What follows belongs to an exercise in optimizing a design on an open flow for a short achievable clock period and few clock cycles per item; a production flow would make more cautious choices.
The RTL was checked by simulation tests, not by an equivalence proof against the original design.
Power is estimated from default activity; no workload was simulated.

<file path="design/flow/design.v">
package alu_issue_ctrl_pkg;
    localparam int DATA_WIDTH_DEF     = 32;
    localparam int ALU_OPRN_WIDTH_DEF = 6;
    localparam int REG_ADDR_WIDTH_DEF = 5;
    localparam int RF_GRP_SIZE_DEF    = 8;
    localparam int RSPQ_DEPTH_DEF     = 5;
endpackage
module alu_issue_ctrl_register_file
#(
    parameter int DATA_WIDTH     = alu_issue_ctrl_pkg::DATA_WIDTH_DEF,
    parameter int REG_ADDR_WIDTH = alu_issue_ctrl_pkg::REG_ADDR_WIDTH_DEF,
    parameter int GRP_SIZE       = alu_issue_ctrl_pkg::RF_GRP_SIZE_DEF,
    localparam int NREG          = 1 << REG_ADDR_WIDTH,
    localparam int NGRP          = NREG / GRP_SIZE
) (
    input  logic                      clk_i,
    input  logic                      rst_i,
    input  logic [NREG-1:0]           rsel1_i,
    input  logic [NREG-1:0]           rsel2_i,
    output logic [NGRP-1:0][DATA_WIDTH-1:0] rpart1_o,
    output logic [NGRP-1:0][DATA_WIDTH-1:0] rpart2_o,
    input  logic [NREG-1:0]           we_i,
    input  logic [DATA_WIDTH-1:0]     wdata_i
);
    logic [DATA_WIDTH-1:0] regs_q [1:NREG-1];
    for (genvar r = 1; r < NREG; r++) begin : g_reg
        always_ff @(posedge clk_i or posedge rst_i) begin
            if (rst_i) begin
                regs_q[r] <= '0;
            end else if (we_i[r]) begin
                regs_q[r] <= wdata_i;
            end
        end
    end
    always_comb begin
        for (int g = 0; g < NGRP; g++) begin
            rpart1_o[g] = '0;
            rpart2_o[g] = '0;
            for (int k = 0; k < GRP_SIZE; k++) begin
                if (g * GRP_SIZE + k != 0) begin
                    rpart1_o[g] = rpart1_o[g] | ({DATA_WIDTH{rsel1_i[g*GRP_SIZE+k]}} & regs_q[g*GRP_SIZE+k]);
                    rpart2_o[g] = rpart2_o[g] | ({DATA_WIDTH{rsel2_i[g*GRP_SIZE+k]}} & regs_q[g*GRP_SIZE+k]);
                end
            end
        end
    end
endmodule
module alu_issue_ctrl
#(
    parameter int DATA_WIDTH     = alu_issue_ctrl_pkg::DATA_WIDTH_DEF,
    parameter int ALU_OPRN_WIDTH = alu_issue_ctrl_pkg::ALU_OPRN_WIDTH_DEF,
    parameter int REG_ADDR_WIDTH = alu_issue_ctrl_pkg::REG_ADDR_WIDTH_DEF
) (
    input  logic                      CLK,
    input  logic                      RST,
    input  logic                      REQ_VALID,
    output logic                      REQ_READY,
    input  logic [ALU_OPRN_WIDTH-1:0] REQ_OPRN,
    input  logic [REG_ADDR_WIDTH-1:0] REQ_RS1,
    input  logic [REG_ADDR_WIDTH-1:0] REQ_RS2,
    input  logic [REG_ADDR_WIDTH-1:0] REQ_RD,
    input  logic                      REQ_IMM_SEL,
    input  logic [DATA_WIDTH-1:0]     REQ_IMM,
    output logic [DATA_WIDTH-1:0]     ALU_OP1,
    output logic [DATA_WIDTH-1:0]     ALU_OP2,
    output logic [ALU_OPRN_WIDTH-1:0] ALU_OPRN,
    input  logic [DATA_WIDTH-1:0]     ALU_RESULT,
    output logic                      RSP_VALID,
    input  logic                      RSP_READY,
    output logic [DATA_WIDTH-1:0]     RSP_DATA,
    output logic [REG_ADDR_WIDTH-1:0] RSP_RD
);
    localparam int NREG     = 1 << REG_ADDR_WIDTH;
    localparam int GRP_SIZE = alu_issue_ctrl_pkg::RF_GRP_SIZE_DEF;
    localparam int NGRP     = NREG / GRP_SIZE;
    localparam int QD       = alu_issue_ctrl_pkg::RSPQ_DEPTH_DEF;
    localparam int QPW      = 3;           
    localparam int CAP      = QD + 1;
    localparam int CW       = 4;           
    localparam int RW       = DATA_WIDTH + REG_ADDR_WIDTH;
    logic accept;
    logic rsp_pop;
    logic                      v_r1;
    logic [ALU_OPRN_WIDTH-1:0] oprn_r1;
    logic [REG_ADDR_WIDTH-1:0] rs1_r1, rs2_r1, rd_r1;
    logic                      imm_sel_r1;
    logic [DATA_WIDTH-1:0]     imm_r1;
    logic [NREG-1:0]           sel1_r1, sel2_r1;
    logic                      v_r2;
    logic [ALU_OPRN_WIDTH-1:0] oprn_r2;
    logic [REG_ADDR_WIDTH-1:0] rd_r2;
    logic [DATA_WIDTH-1:0]     imm_r2;
    logic [NGRP-1:0][DATA_WIDTH-1:0] part1_r2;
    logic [NGRP-1:0][DATA_WIDTH-1:0] part2_r2;
    logic                      f1_ex_r2, f1_wb_r2, f1_wb2_r2, f1_rf_r2;
    logic                      f2_ex_r2, f2_wb_r2, f2_wb2_r2, f2_rf_r2, f2_imm_r2;
    logic                      v_ex;
    logic [REG_ADDR_WIDTH-1:0] rd_ex;
    logic [DATA_WIDTH-1:0]     op1_ex, op2_ex;
    logic [ALU_OPRN_WIDTH-1:0] oprn_ex;
    logic                      v_wb;
    logic [REG_ADDR_WIDTH-1:0] rd_wb;
    logic [DATA_WIDTH-1:0]     res_wb;
    logic [NREG-1:0]           we_wb;
    logic [DATA_WIDTH-1:0]     res_wb2;
    logic [NGRP-1:0][DATA_WIDTH-1:0] rpart1;
    logic [NGRP-1:0][DATA_WIDTH-1:0] rpart2;
    alu_issue_ctrl_register_file #(
        .DATA_WIDTH     (DATA_WIDTH),
        .REG_ADDR_WIDTH (REG_ADDR_WIDTH),
        .GRP_SIZE       (GRP_SIZE)
    ) u_register_file (
        .clk_i    (CLK),
        .rst_i    (RST),
        .rsel1_i  (sel1_r1),
        .rsel2_i  (sel2_r1),
        .rpart1_o (rpart1),
        .rpart2_o (rpart2),
        .we_i     (we_wb),
        .wdata_i  (res_wb)
    );
    logic [NREG-1:0] sel1_d, sel2_d;
    always_comb begin
        for (int k = 0; k < NREG; k++) begin
            sel1_d[k] = (k != 0) && (REQ_RS1 == REG_ADDR_WIDTH'(k));
            sel2_d[k] = (k != 0) && (REQ_RS2 == REG_ADDR_WIDTH'(k));
        end
    end
    always_ff @(posedge CLK) begin
        oprn_r1    <= REQ_OPRN;
        rs1_r1     <= REQ_RS1;
        rs2_r1     <= REQ_RS2;
        rd_r1      <= REQ_RD;
        imm_sel_r1 <= REQ_IMM_SEL;
        imm_r1     <= REQ_IMM;
        sel1_r1    <= sel1_d;
        sel2_r1    <= sel2_d;
    end
    logic h1_ex, h1_wb, h1_wb2;
    logic h2_ex, h2_wb, h2_wb2;
    always_comb begin
        h1_ex  = v_r2 && (rd_r2 != '0) && (rd_r2 == rs1_r1);
        h1_wb  = v_ex && (rd_ex != '0) && (rd_ex == rs1_r1);
        h1_wb2 = v_wb && (rd_wb != '0) && (rd_wb == rs1_r1);
        h2_ex  = v_r2 && (rd_r2 != '0) && (rd_r2 == rs2_r1);
        h2_wb  = v_ex && (rd_ex != '0) && (rd_ex == rs2_r1);
        h2_wb2 = v_wb && (rd_wb != '0) && (rd_wb == rs2_r1);
    end
    always_ff @(posedge CLK) begin
        oprn_r2   <= oprn_r1;
        rd_r2     <= rd_r1;
        imm_r2    <= imm_r1;
        part1_r2  <= rpart1;
        part2_r2  <= rpart2;
        f1_ex_r2  <= h1_ex;
        f1_wb_r2  <= !h1_ex && h1_wb;
        f1_wb2_r2 <= !h1_ex && !h1_wb && h1_wb2;
        f1_rf_r2  <= !h1_ex && !h1_wb && !h1_wb2;
        f2_imm_r2 <= imm_sel_r1;
        f2_ex_r2  <= !imm_sel_r1 && h2_ex;
        f2_wb_r2  <= !imm_sel_r1 && !h2_ex && h2_wb;
        f2_wb2_r2 <= !imm_sel_r1 && !h2_ex && !h2_wb && h2_wb2;
        f2_rf_r2  <= !imm_sel_r1 && !h2_ex && !h2_wb && !h2_wb2;
    end
    logic [DATA_WIDTH-1:0] rf1, rf2, op1_d, op2_d;
    always_comb begin
        rf1 = '0;
        rf2 = '0;
        for (int g = 0; g < NGRP; g++) begin
            rf1 = rf1 | part1_r2[g];
            rf2 = rf2 | part2_r2[g];
        end
        op1_d = ({DATA_WIDTH{f1_ex_r2}}  & ALU_RESULT)
              | ({DATA_WIDTH{f1_wb_r2}}  & res_wb)
              | ({DATA_WIDTH{f1_wb2_r2}} & res_wb2)
              | ({DATA_WIDTH{f1_rf_r2}}  & rf1);
        op2_d = ({DATA_WIDTH{f2_ex_r2}}  & ALU_RESULT)
              | ({DATA_WIDTH{f2_wb_r2}}  & res_wb)
              | ({DATA_WIDTH{f2_wb2_r2}} & res_wb2)
              | ({DATA_WIDTH{f2_rf_r2}}  & rf2)
              | ({DATA_WIDTH{f2_imm_r2}} & imm_r2);
    end
    always_ff @(posedge CLK) begin
        op1_ex  <= op1_d;
        op2_ex  <= op2_d;
        oprn_ex <= oprn_r2;
        rd_ex   <= rd_r2;
    end
    always_ff @(posedge CLK) begin
        res_wb  <= ALU_RESULT;
        rd_wb   <= rd_ex;
        res_wb2 <= res_wb;
    end
    always_ff @(posedge CLK or posedge RST) begin
        if (RST) begin
            we_wb <= '0;
        end else begin
            for (int k = 0; k < NREG; k++) begin
                we_wb[k] <= v_ex && (k != 0) && (rd_ex == REG_ADDR_WIDTH'(k));
            end
        end
    end
    always_ff @(posedge CLK or posedge RST) begin
        if (RST) begin
            v_r1 <= 1'b0;
            v_r2 <= 1'b0;
            v_ex <= 1'b0;
            v_wb <= 1'b0;
        end else begin
            v_r1 <= accept;
            v_r2 <= v_r1;
            v_ex <= v_r2;
            v_wb <= v_ex;
        end
    end
    logic              rsp_v_q;
    logic [RW-1:0]     rsp_q;
    logic [RW-1:0]     q_mem [QD];
    logic [QPW-1:0]    q_rp, q_wp;
    logic [CW-1:0]     q_cnt;
    logic              q_empty, load_out, q_pop, q_push;
    logic [RW-1:0]     wb_ent;
    assign wb_ent   = {res_wb, rd_wb};
    assign q_empty  = (q_cnt == '0);
    assign rsp_pop  = rsp_v_q && RSP_READY;
    assign load_out = !rsp_v_q || RSP_READY;
    assign q_pop    = load_out && !q_empty;
    assign q_push   = v_wb && !(load_out && q_empty);
    always_ff @(posedge CLK) begin
        if (load_out) begin
            rsp_q <= q_empty ? wb_ent : q_mem[q_rp];
        end
        if (q_push) begin
            q_mem[q_wp] <= wb_ent;
        end
    end
    always_ff @(posedge CLK or posedge RST) begin
        if (RST) begin
            rsp_v_q <= 1'b0;
            q_rp    <= '0;
            q_wp    <= '0;
            q_cnt   <= '0;
        end else begin
            if (load_out) begin
                rsp_v_q <= !q_empty || v_wb;
            end
            if (q_pop) begin
                q_rp <= (q_rp == QPW'(QD - 1)) ? '0 : q_rp + 1'b1;
            end
            if (q_push) begin
                q_wp <= (q_wp == QPW'(QD - 1)) ? '0 : q_wp + 1'b1;
            end
            q_cnt <= q_cnt + CW'(q_push) - CW'(q_pop);
        end
    end
    logic [CW-1:0] inflight_q, inflight_d;
    logic          ready_q;
    assign accept     = REQ_VALID && ready_q;
    assign inflight_d = inflight_q + CW'(accept) - CW'(rsp_pop);
    always_ff @(posedge CLK or posedge RST) begin
        if (RST) begin
            inflight_q <= '0;
            ready_q    <= 1'b1;
        end else begin
            inflight_q <= inflight_d;
            ready_q    <= (inflight_d < CW'(CAP));
        end
    end
    assign REQ_READY = ready_q;
    assign RSP_VALID = rsp_v_q;
    assign RSP_DATA  = rsp_q[RW-1:REG_ADDR_WIDTH];
    assign RSP_RD    = rsp_q[REG_ADDR_WIDTH-1:0];
    assign ALU_OP1   = op1_ex;
    assign ALU_OP2   = op2_ex;
    assign ALU_OPRN  = oprn_ex;
endmodule
</file>
<file path="design/flow/run.sh">
#!/bin/bash
# synth_recipe.tcl (not shown) runs the flow's synth.tcl, then flattens the netlist and writes it again
# the make line also repeats each setting of config.mk as NAME=value (left out here)
make -C /OpenROAD-flow-scripts/flow DESIGN_CONFIG=/design/flow/config.mk WORK_HOME=/design/flow/orfs CLKGATE_MAP_FILE= SYNTH_SCRIPT=/design/flow/synth_recipe.tcl finish
</file>
<file path="design/flow/config.mk">
export PLATFORM = sky130hd
export DESIGN_NAME = alu_issue_ctrl
export DESIGN_NICKNAME = alu_issue_ctrl
export VERILOG_FILES = /design/flow/design.v
export SDC_FILE = /design/flow/constraint.sdc
export NUM_CORES = 4
export LEC_CHECK = 0
export ABC_CLOCK_PERIOD_IN_PS = 2000
export CAP_MARGIN = 20
export CORE_MARGIN = 2
export CORE_UTILIZATION = 40
export PLACE_DENSITY = 0.6
export SETUP_SLACK_MARGIN = 2.5
export SLEW_MARGIN = 20
export TNS_END_PERCENT = 100
</file>
<file path="design/flow/constraint.sdc">
create_clock -name core_clock -period 5.0 [get_ports {CLK}]
set_input_delay 1.0000 -clock core_clock [delete_from_list [all_inputs] [get_ports {CLK}]]
set_output_delay 1.0000 -clock core_clock [all_outputs]
set_load 0.01 [all_outputs]
</file>
==> results.txt, run 1 <==
clock-pin slew on the worst setup and hold paths=0.06 ns; CP Max Fanout=2; antenna violations before repair=15; die area=180800 um^2; Area Overhead vs Synth=15.72%; share of layout cells above drive strength 1=0.3011; final wirelength=239100 um; post-route ant nets=0; Die Wd=425.2 um; Worst setup EP type=output port; relative slew slack=0.1480; MaxCap Viol Count=0; FFs w/ async S/R, synth=0.5690; clock sink count=approximately 1800; Crit-path slowest cell=dfstp_2; R2R setup slack=2.61 ns; pin count of the biggest net entering global routing=123; GP Congestion=0.8637; CP cell instances=buf_6; post-place setup slack=1.498 ns; count leader, synth=dfrtp_1; list of most frequent post-synthesis cells=dfrtp_1 (1042), mux2_2 (993), a22oi_1 (960); WP buf/inv=1; die extent in y=425.2 um; Worst Hold Path Cells=0; setup TNS=0 ns; first-pass GRT wire length=between 300000 and 400000 um; area of the core=176100 um^2; vias in the first global route=around 49000; Avg WL per Cell=a little over 30 um; Yosys top cell by area=dfrtp_1; cells after synthesis=5154; count of state elements after synthesis=approximately 1800; pwr/cell area=476.5 nW/um^2; CP Launch Type=flip-flop; Post-Synthesis Cell Area=70950 um^2; Hold Vio Cnt, Final=0; fin util=0.4662; Initial Util=0.4028; DR iter-0 viols=6391; Cell Count Post-Placement=7400; Post-CTS Hold Fix Bufs=0; share of the synthesized area in the top cell type=0.3675; RR Endpoint=q_cnt[1]; r2r startpoint=q_cnt[2]; synthesized area per cell=roughly 14 um^2; Hold Crit Class=flip-flop to flip-flop; CTS max path bufs=3; Crit path depth=1; FILL cells=15444; gr usage total=0.2593; slowest stage delay, CP=approximately 0.57 ns; vias per inst=6.300; critical path arrival=1.51 ns; leakage=34.26 nW; Power Total=just under 40 mW; Worst Path Required=4.00 ns; VDD IR-drop max=0.0003844 V; fin crit period=about 2.5 ns; top cell family by delay on the critical path=flip-flops; worst slew pin tran=1.278 ns; H-tree depth=4; kind of critical path=flip-flop to output port; later-pin clock latency in the skew report=0.85 ns; Ys Warns=3; Clock Tree Root=clkbuf_16; Slew Viols, Final=0; Final nets=~5400; DRC violation count after routing=0; Worst Clk Skew=0.06502 ns; prevailing post-synth register cell=dfrtp_1; GR Overflow Total=0; top cells by area, synth=dfrtp_1 (37%), dfxtp_1 (16%), mux2_2 (16%); number of synthesized flops with an enable pin=222; sequential fraction of the synthesis area=0.6221; CTS buffer count=188; dpl hpwl=140300 um; last element of the critical path=REQ_READY; TritonCTS clock tree=done; worst r2r path cells=11; boundary pin count=199; first-pass detailed-route iteration total=10; Synth Net Count=5259; Final Non-Filler Cells=7765; status=no timing/DRC/antenna violations; final period utilization=0.5012; Critical Path Start=ready_q; Rows=154; RSZ-0062 raised after global routing=yes; I/O Buffers=198; total number of vias=between 40000 and 50000; achievable frequency=0.3990 GHz; final setup fails=0; setup ws final=roughly 2.5 ns; unique cell type count in the Yosys netlist=a little over 50
## worst min-delay path by stage
| stage | start | end | slack [ns] |
|---|---|---|---|
| 2_1_floorplan | imm_r1[0] | imm_r2[0] | 0.31 |
| 3_3_place_gp | rd_r1[1] | rd_r2[1] | 0.31 |
| 3_5_place_dp | rd_r1[4] | rd_r2[4] | 0.31 |
| 4_1_cts | imm_r1[23] | imm_r2[23] | 0.31 |
| 5_1_grt | imm_r1[23] | imm_r2[23] | 0.32 |
| 6_report | imm_r1[23] | imm_r2[23] | 0.31 |
## metrics by stage
| step | cell area (um^2) | hold slack (ns) |
|---|---|---|
| 2_1_floorplan | 71070 | 0.3096 |
| 3_3_place_gp | 75630 | 0.3118 |
| 3_5_place_dp | 75650 | 0.3128 |
| 4_1_cts | 82070 | 0.3059 |
| 5_1_grt | 82080 | 0.3238 |
| 6_report | 82100 | 0.3056 |
## cell families (layout without fill, tap and decap cells)
logic type                 after synthesis  in the layout  synth area share
adders and majority gates               15             15          0.002857
DFF                                   1833           1833            0.6221
AOI/OAI and AO/OA                     1175           1175            0.1274
xor gates and xnor gates                35             35          0.004321
other                                    0              8                 0
buffers and inverters                  494            757           0.02852
and+or+nand+nor                        535            535           0.04017
muxes                                 1067           1067            0.1746
## metal layers
metal  share of wire  vias up  track usage  wire (um)
li1                -    20065            -          -
met1            0.40    25391       0.3449      96350
met2            0.45     2769       0.4013     108500
met3           0.095      680      0.06081      22650
met4           0.048       12       0.1198      11450
met5         0.00030        -            0         72
## flip-flops by register name, summed over array words and instances (netlist names), 31 cells and up
signal,cells
u_register_file.regs_q,992
q_mem,185
part1_r2,128
part2_r2,128
rsp_q,37
imm_r1,32
imm_r2,32
op1_ex,32
op2_ex,32
res_wb2,32
res_wb,32
sel1_r1,31
sel2_r1,31
we_wb,31
## cell usage in the layout (no fill, tap or decap), types with 40 or more instances in the layout
master,n
dfxtp_1,562
buf_4,167
dfrtp_1,1008
o41ai_1,64
clkdlybuf4s50_1,89
a21oi_1,40
a222oi_1,96
nand4_1,195
edfxtp_1,222
nand2_1,48
nand3_1,106
clkbuf_16,195
a22oi_1,960
nor2_1,116
clkbuf_1,48
mux2_2,993
## what timing repair did
action                     4_1_cts  5_1_grt
pin swaps                        1        0
gates cloned                     2        0
resized for setup              272        8
hold endpoints to repair         0        0
setup endpoints to repair      157       40
setup buffers                    4        1
## report_power, final
group / leakage [nW] / switching (mW) / internal (mW)
Combinational: 10.4 / 2.33 / 2.71
Sequential: 20.7 / 2.07 / 17.7
Clock: 3.15 / 6.13 / 8.22
Total: 34.3 / 10.5 / 28.6
## cell type report
class	instances	area, um^2	area share
diodes	8	20.02	0.0002438
clock inverters	67	819.5	0.009982
well taps	2340	2928	0.03566
flip-flops and latches	1833	44200	0.5383
inverters	21	86.33	0.001052
multi-input cells	2827	24910	0.3034
repair buffers	386	3548	0.04322
clock buffers	283	5592	0.06811
Testbench counts, summed over its fixed seeds: cycles 12,040, items 12,000.
==> run 2, diff against run 1 <==
--- a/design/flow/config.mk
+++ b/design/flow/config.mk
@@ -11,5 +11,5 @@
 export CORE_UTILIZATION = 40
 export PLACE_DENSITY = 0.6
-export SETUP_SLACK_MARGIN = 2.5
+export SETUP_SLACK_MARGIN = 3.0
 export SLEW_MARGIN = 20
 export TNS_END_PERCENT = 100
==> run 2 against run 1 <==
Effect of this change: clock skew fell by 0.0055 ns; clock power barely moved; non-clock buffer count rose by 59; global-route usage is 0.30 points lower; clock-buffer cell count is the same; core utilization grew 0.78 points; synthesized area unchanged; sequential power hardly changed; critical endpoint unchanged; cell count increased by 0.82%; combinational power grew 13%; wire length grew 1.2%; via count up 0.31%.
==> results.txt, run 2 <==
vias per inst=6.267; FFs w/ async S/R, synth=0.5690; final setup fails=0; most frequent cells in the layout=dfrtp_1 (1008), mux2_2 (993), a22oi_1 (960), dfxtp_1 (503), edfxtp_1 (222); CTS buffer count=190; top cell family by delay on the critical path=flip-flops; post-route ant nets=0; setup TNS=0 ns; later-pin clock latency in the skew report=0.84 ns; Worst Clk Skew=0.05951 ns; Reg with most FFs=u_register_file.regs_q; antenna violations before repair=12; fin crit period=2.468 ns; Final Non-Filler Cells=7829; Area Overhead vs Synth=17.65%; worst slew pin tran=around 1.2 ns; achievable frequency=0.4053 GHz; Die Wd=425.2 um; commonest non-fill, non-tap cell in the layout=dfrtp_1; CP Launch Type=flip-flop; prevailing post-synth register cell=dfrtp_1; top cells by area, synth=dfrtp_1 (37%), dfxtp_1 (16%), mux2_2 (16%); clock sink count=1833; Yosys top cell by area=dfrtp_1; DR iter-0 viols=6172; count leader, synth=dfrtp_1; unique cell type count in the Yosys netlist=51; CTS max path bufs=3; WP buf/inv=1; total number of vias=roughly 49000; max reg flops=992; Initial Util=0.4028; Hold Vio Cnt, Final=0; kind of critical path=flip-flop to output port; leakage=34.90 nW; DRC violation count after routing=0; gr usage total=0.2563; vias in the first global route=48830; CP Max Fanout=2; TritonCTS clock tree=done; synthesized area per cell=13.77 um^2; final period utilization=0.4935; cells after synthesis=5154; die extent in y=425.2 um; GP Congestion=0.8753; relative slew slack=0.1732; Clock Tree Root=clkbuf_16; Cell Count Post-Placement=about 7400; Rows=154; Power Total=39.92 mW; Ys Warns=3; Worst setup EP type=output port; I/O Buffers=198; hold slack=0.3245 ns; die area=180800 um^2; share of the synthesized area in the top cell type=0.3675; critical path arrival=between 1 and 1.5 ns; VDD IR-drop max=0.0003632 V; status=no timing/DRC/antenna violations; Hold Crit Class=flip-flop to flip-flop; Post-Synthesis Cell Area=70950 um^2; H-tree depth=4; Slew Viols, Final=0; final wirelength=242000 um; largest registers=u_register_file.regs_q x992, q_mem x185; clock-pin slew on the worst setup and hold paths=roughly 0.06 ns; slowest stage delay, CP=0.55 ns; MaxCap Viol Count=0; first-pass GRT wire length=341800 um; list of most frequent post-synthesis cells=dfrtp_1 (1042), mux2_2 (993), a22oi_1 (960); area of the core=about 180000 um^2; count of state elements after synthesis=approximately 1800; CP cell instances=buf_6; pin count of the biggest net entering global routing=111; RSZ-0062 raised after global routing=yes; Final nets=5424; dpl hpwl=approximately 140000 um; Crit-path slowest cell=dfstp_2; boundary pin count=199; share of layout cells above drive strength 1=0.3383; sequential fraction of the synthesis area=0.6221; Synth Net Count=5259; number of synthesized flops with an enable pin=~220; GR Overflow Total=0; Worst Path Required=around 4.0 ns; pwr/cell area=478.3 nW/um^2; Avg WL per Cell=roughly 30 um; Post-CTS Hold Fix Bufs=0; first-pass detailed-route iteration total=12
## run 2: cell counts after synthesis
No cell type changed its count.
## run 2: kinds of logic (layout without fill, tap and decap cells)
kind of cell,after synthesis,after routing,synth area share
buffers and inverters,494,826,0.02852
flip-flops,1833,1833,0.6221
AO/OA/AOI/OAI,1175,1175,0.1274
multiplexers,1067,1067,0.1746
other,0,3,0
AND/OR/NAND/NOR,535,535,0.04017
adder cells (fa/ha/maj),15,15,0.002857
XOR/XNOR,35,35,0.004321
## run 2: worst paths after layout
check	endpoint	cells after the start	slack [ns]	from
setup / recovery	REQ_READY	1	2.53	ready_q
hold / removal	imm_r2[24]	0	0.32	imm_r1[24]
setup reg to reg	q_cnt[1]	11	2.60	q_cnt[2]
hold reg to reg	imm_r2[24]	0	0.32	imm_r1[24]
max in group asynchronous	u_register_file.regs_q[28][27]	5	3.20	RST
min in group asynchronous	u_register_file.regs_q[22][9]	3	0.88	RST
## run 2: power by group
part | total (mW) | internal [mW] | switching, mW
Clock | 14.5 | 8.35 | 6.13
Combinational | 5.66 | 3.10 | 2.56
Sequential | 19.8 | 17.7 | 2.09
## run 2: per-stage QoR
stage / setup slack, ns / cell area (um^2) / util
2_1_floorplan: -10.38 / 71110 / -
3_3_place_gp: 1.512 / 75530 / 0.4288
3_5_place_dp: 1.476 / 75530 / 0.4289
4_1_cts: 2.471 / 82430 / 0.4680
5_1_grt: 2.487 / 83460 / 0.4739
6_report: 2.532 / 83470 / 0.4739
## run 2: timing repair
action                     4_1_cts  5_1_grt
buffers inserted                28       16
gates cloned                     5       30
pin swaps                        7       10
resized for setup              591       87
setup endpoints to repair      339      426
## run 2: area by class of cell
| cell class | instances | area [um^2] |
|---|---|---|
| multi-input cells | 2827 | 25020 |
| well taps | 2340 | 2928 |
| flip-flops and latches | 1833 | 44280 |
| clock inverters | 76 | 767.0 |
| repair buffers | 445 | 4644 |
| diodes | 3 | 7.507 |
| inverters | 21 | 88.84 |
| repair inverters | 1 | 5.005 |
| clock buffers | 283 | 5728 |
| fillers | 15394 | 92650 |
## run 2: metal layers
layer / track usage / vias up / share of wire
met1: 0.3429 / 25502 / 0.40
met4: 0.1209 / 6 / 0.050
met3: 0.05380 / 659 / 0.085
li1: - / 20182 / -
met5: 0.0007937 / - / 0.00017
met2: 0.3979 / 2719 / 0.46

==> re-timing with driven ports <==
How much do the figures lean on ideal ports? The routed layouts below were timed once more, with nothing changed but the port constraints. Step 1 (the two cells are an assumption about what drives the block):
set clk [get_ports {CLK}]
set_driving_cell -lib_cell sky130_fd_sc_hd__clkbuf_16 $clk
set_driving_cell -lib_cell sky130_fd_sc_hd__buf_2 [delete_from_list [all_inputs] $clk]
Step 2 also shifts input and output timing later by t, the mid clock arrival at the registers, as if the neighbouring blocks saw the same clock. a / b / c = no drivers / after step 1 / after step 2; a / b = the first two.
| run | t, ns | slack for setup (ns) | worst hold slack (ns) | worst setup path at the end | worst data-port slew with drivers (ns) |
|---|---|---|---|---|---|
| run 1 | 0.899 | 2.494 / 2.410 / 1.805 | 0.306 / 0.306 / 0.306 | input to register | 0.09 |
| run 2 | 0.887 | 2.532 / 2.454 / 1.948 | 0.325 / 0.325 / 0.325 | input to register | 0.08 |
After both steps every run listed still meets setup and hold. For run 1, which loses most, drivers alone change the setup slack by -0.084 ns; drivers and shift together by -0.689 ns.
